Source: an optimization exercise on an open RTL-to-GDS flow (aim: small area, a short achievable clock period and few clock cycles). Production flows keep margins and buffers that such runs may drop. The RTL was checked by simulation tests, not by an equivalence proof against the original design.

raven:
// crc_codeword_stream_checker
module crc_codeword_stream_checker #(
  parameter int MAX_DEGREE  = 16,
  parameter int COUNT_WIDTH = 16
) (
  input  logic                 clk_i,
  input  logic                 rst_ni,
  input  logic                 push,
  output logic                 full,
  input  logic [8:0]           in_data_i,
  output logic                 empty,
  input  logic                 pop,
  output logic [42:0]          out_data_o,
  input  logic                 cfg_we_i,
  input  logic [1:0]           cfg_index_i,
  input  logic [16:0]          cfg_data_i
);
make LEC_CHECK=0 CAP_MARGIN=20 CORE_MARGIN=2 CORE_UTILIZATION=70 SLEW_MARGIN=20 finish   # period 22.0 ns
run.sh (not shown) runs the stock make flow with config.mk's settings and CLKGATE_MAP_FILE= SYNTH_SCRIPT=/design/flow/synth_recipe.tcl, a recipe that flattens the netlist after the stock synthesis.
Testbench counts of raven, summed over its fixed seeds: cycles 6,315.
> inputs changed (raven -> willow)
- a change of CORE_UTILIZATION from 70 to 40
==> flow/flow/run.sh (new file) <==
#!/bin/bash
# Standard layout, with plain buffers (instead of delay cells) on the ports, and timing
# repair asked to reach more setup slack than the period needs.
export BUFFER_PORTS_ARGS="-buffer_cell sky130_fd_sc_hd__buf_2"
export SETUP_SLACK_MARGIN=17
bash standard.sh > standard.log 2>&1
==> flow/standard.sh (new file) <==
#!/bin/bash
# synth_recipe.tcl (not shown) runs the flow's synth.tcl, then flattens the netlist and writes it again
# the make line also repeats each setting of config.mk as NAME=value (left out here)
make -C /OpenROAD-flow-scripts/flow DESIGN_CONFIG=/design/flow/config.mk WORK_HOME=/design/flow/orfs CLKGATE_MAP_FILE= SYNTH_SCRIPT=/design/flow/synth_recipe.tcl "${@:-finish}"
removed: flow/run.sh
Findings:
- Via count in willow vs raven: up 71
- On placed cell count, the lower figure sits with raven, not willow.
- The post-placement worst setup slack reported for willow is greater than that of raven by 0.093 ns.
Edits applied to the flow inputs when going from willow to fjord:
==> flow/run.sh (new file) <==
#!/bin/bash
# synth_recipe.tcl (not shown) runs the flow's synth.tcl, then flattens the netlist and writes it again
# the make line also repeats each setting of config.mk as NAME=value (left out here)
make -C /OpenROAD-flow-scripts/flow DESIGN_CONFIG=/design/flow/config.mk WORK_HOME=/design/flow/orfs CLKGATE_MAP_FILE= SYNTH_SCRIPT=/design/flow/synth_recipe.tcl finish
removed: flow/flow/run.sh
removed: flow/standard.sh
### Flow results
Core utilization: fjord lower than willow. Largest fanout of any net on the critical path ends up lower on willow. err_q[6] as the endpoint of the worst setup timing path was reported by fjord, and full by willow. The critical path class comes out flop to flop in one run and flop to primary output in the other, namely in fjord and willow respectively. Going from willow to fjord, sequential share of cell area rose 1.8 points, post-CTS resize count moved down, final HPWL from detailed placement now sits at about the same level. Wire length after detailed routing (lower): fjord.
Modified inputs, ember compared to fjord
==> flow/flow/run.sh (new file) <==
#!/bin/bash
# Standard layout, with plain buffers (instead of delay cells) on the ports.
export BUFFER_PORTS_ARGS="-buffer_cell sky130_fd_sc_hd__buf_2"
bash standard.sh > standard.log 2>&1
==> flow/standard.sh (new file) <==
#!/bin/bash
# synth_recipe.tcl (not shown) runs the flow's synth.tcl, then flattens the netlist and writes it again
# the make line also repeats each setting of config.mk as NAME=value (left out here)
make -C /OpenROAD-flow-scripts/flow DESIGN_CONFIG=/design/flow/config.mk WORK_HOME=/design/flow/orfs CLKGATE_MAP_FILE= SYNTH_SCRIPT=/design/flow/synth_recipe.tcl "${@:-finish}"
removed: flow/run.sh
--- outcome ---
Met3 layer usage reported by global route: ember vs fjord up 0.69 points
Between ember and fjord, the difference in full die area is negligible.
fjord was larger in final cell area than ember.

---

== job 101 ==
crc_codeword_stream_checker, a different RTL version from the one above (not shown whole).
Size: roughly 1300 cells after synthesis, roughly 160 flip-flops, roughly 78 I/O pins.
clock: 22.0 ns
lec_check: 0
cap_margin: 20
core_margin: 2
core_utilization: 65
cts_buf_list: sky130_fd_sc_hd__clkbuf_8
slew_margin: 20
standard.sh (not shown) runs the stock make flow with config.mk's settings and CLKGATE_MAP_FILE= SYNTH_SCRIPT=/design/flow/synth_recipe.tcl, a recipe that flattens the netlist after the stock synthesis.
==> flow/flow/run.sh <==
#!/bin/bash
# Standard layout, with plain buffers (instead of delay cells) on the ports.
export BUFFER_PORTS_ARGS="-buffer_cell sky130_fd_sc_hd__buf_2"
bash standard.sh > standard.log 2>&1
Testbench counts of job 101, summed over its fixed seeds: cycles 6,315.
diff inputs: job 101 => job 102
==> flow/flow/run.sh <==
#!/bin/bash
# Standard layout, with plain buffers (instead of delay cells) on the ports.
export BUFFER_PORTS_ARGS="-buffer_cell sky130_fd_sc_hd__buf_1"
bash standard.sh > standard.log 2>&1
Every run in the comparison, job 101 and job 102, completed the flow with a clean layout. Between job 101 and job 102, the hold slack does not differ in any meaningful way. Delta (job 102 minus job 101): share of the core filled with cells in the final layout moved down. On routed via count, job 101 tracks job 102 almost exactly. Diff job 101..job 102 | all-layer global routing usage | negligible. As far as average via count per standard cell is concerned, job 102 and job 101 perform about the same. Setup slack in job 102 is larger than in job 101.

---

Another version of the RTL of crc_codeword_stream_checker (not shown whole).
Size in the first run: roughly 1,300 cells after synthesis, roughly 160 flip-flops, about 12,000 sq um of cells after synthesis.
export LEC_CHECK = 0
export CAP_MARGIN = 20
export CORE_MARGIN = 2
export CORE_UTILIZATION = 65
export CTS_BUF_LIST = sky130_fd_sc_hd__clkbuf_8
export SLEW_MARGIN = 20
create_clock -name core_clock -period 22.0 [get_ports {clk_i}]
==> flow/flow/run.sh <==
#!/bin/bash
# Standard layout, with plain buffers (instead of delay cells) on the ports, and timing
# repair asked for a little more setup slack than the period needs.
export BUFFER_PORTS_ARGS="-buffer_cell sky130_fd_sc_hd__buf_2"
export SETUP_SLACK_MARGIN=16.75
bash standard.sh > standard.log 2>&1
Testbench counts at the start, summed over its fixed seeds: cycles 6,315.
Edit:
--- a/flow/flow/run.sh
+++ b/flow/flow/run.sh
@@ -4,3 +4,3 @@
 export BUFFER_PORTS_ARGS="-buffer_cell sky130_fd_sc_hd__buf_2"
-export SETUP_SLACK_MARGIN=16.75
+export SETUP_SLACK_MARGIN=16.45
 bash standard.sh > standard.log 2>&1
Result:
- The changed run ran to the end with no violations
- worst setup slack loses 0.0068 ns
- final area drops by about 2.6%
- sequential cell count does not change
- non-clock buffer count drops by 32
- die area does not change
- first-iteration DRC count grows by 3.6%
- wire length went down by about 3%
- worst hold slack stays flat

---

run C:
Another version of the RTL of crc_codeword_stream_checker (not shown whole).
Size: about 1400 cells after synthesis, about 160 flip-flops, about 12000 um2 of cells after synthesis.
==> flow/design.v (excerpt) <==
module crc_codeword_stream_checker #(
  parameter int MAX_DEGREE  = 16,
  parameter int COUNT_WIDTH = 16
) (
  input  logic                 clk_i,
  input  logic                 rst_ni,
  input  logic                 push,
  output logic                 full,
  input  logic [8:0]           in_data_i,
  output logic                 empty,
  input  logic                 pop,
  output logic [42:0]          out_data_o,
  input  logic                 cfg_we_i,
  input  logic [1:0]           cfg_index_i,
  input  logic [16:0]          cfg_data_i
);
Settings: LEC_CHECK=0, CAP_MARGIN=20, CORE_MARGIN=2, CORE_UTILIZATION=40, CTS_BUF_LIST=sky130_fd_sc_hd__clkbuf_8, SLEW_MARGIN=20; clock period 22.0 ns.
==> flow/flow/run.sh <==
#!/bin/bash
# Standard layout, with plain buffers (instead of delay cells) on the ports.
export BUFFER_PORTS_ARGS="-buffer_cell sky130_fd_sc_hd__buf_2"
bash standard.sh > standard.log 2>&1
Testbench counts of run C, summed over its fixed seeds: cycles 6,315.
What run A does differently from run C at the input level:
- swapping 40 for 65 in CORE_UTILIZATION
==> flow/flow/run.sh <==
#!/bin/bash
# Standard layout, with plain buffers (instead of delay cells) on the ports, and timing
# repair asked to reach more setup slack than the period needs.
export BUFFER_PORTS_ARGS="-buffer_cell sky130_fd_sc_hd__buf_2"
export SETUP_SLACK_MARGIN=16.8
bash standard.sh > standard.log 2>&1
Findings:
Run A vs run C: amount of wire on met2 after detailed routing up
Going from run C to run A, slack of the critical path grows by 0.027 ns.
Against run C, run A reports a ratio of cells with drive above 1 in the final layout that is higher.
Any difference in hold slack between run C and run A is small enough to ignore.
Signed area change from the synthesized netlist to the final layout for run A is higher than for run C.
Transition time at the pin with the least slew margin (higher): run C
Between run C and run A, the flow reports final standard cell count with taps included and fillers excluded decreasing by a few percent.

-- separate check: timing with driven ports --
No port has a modelled driver above. Below, the same layouts with a new extraction and two added sets of constraints.
Step 1: set_driving_cell puts a clkbuf_16 on clk_i and a buf_2 on each other input, an assumption about the parent block.
Step 2 also shifts input and output timing later by t, the mid clock arrival at the registers, as if the neighbouring blocks saw the same clock.
a / b / c = ideal ports / drivers / drivers and shift; a / b = the first two.
run | t (ns) | setup WS [ns] | worst setup path at the end | worst slew at a driven data input, ns | cell pins on the clock port's net
raven | 0.487 | 15.753 / 15.708 / 15.655 | input to register | 0.06 | 1
willow | 0.482 | 16.349 / 16.301 / 16.596 | input to register | 0.04 | 1
fjord | 0.478 | 15.622 / 15.622 / 15.622 | register to register | 0.04 | 1
ember | 0.476 | 15.695 / 15.695 / 15.695 | register to register | 0.05 | 1
job 101 | 0.500 | 15.880 / 15.840 / 16.042 | input to register | 0.03 | 1
job 102 | 0.506 | 16.130 / 16.087 / 15.989 | input to register | 0.04 | 1
the first run of note 3 | 0.504 | 16.491 / 16.451 / 16.425 | input to register | 0.03 | 1
the second run of note 3 | 0.504 | 16.484 / 16.443 / 16.256 | input to register | 0.03 | 1
run C | 0.501 | 16.272 / 16.226 / 16.268 | input to register | 0.03 | 1
run A | 0.504 | 16.298 / 16.256 / 16.536 | input to register | 0.03 | 1
After both steps setup and hold are still met in every run listed. The setup slack of the second run of note 3, which loses most, moves by -0.041 ns with the drivers and by -0.228 ns with both steps.
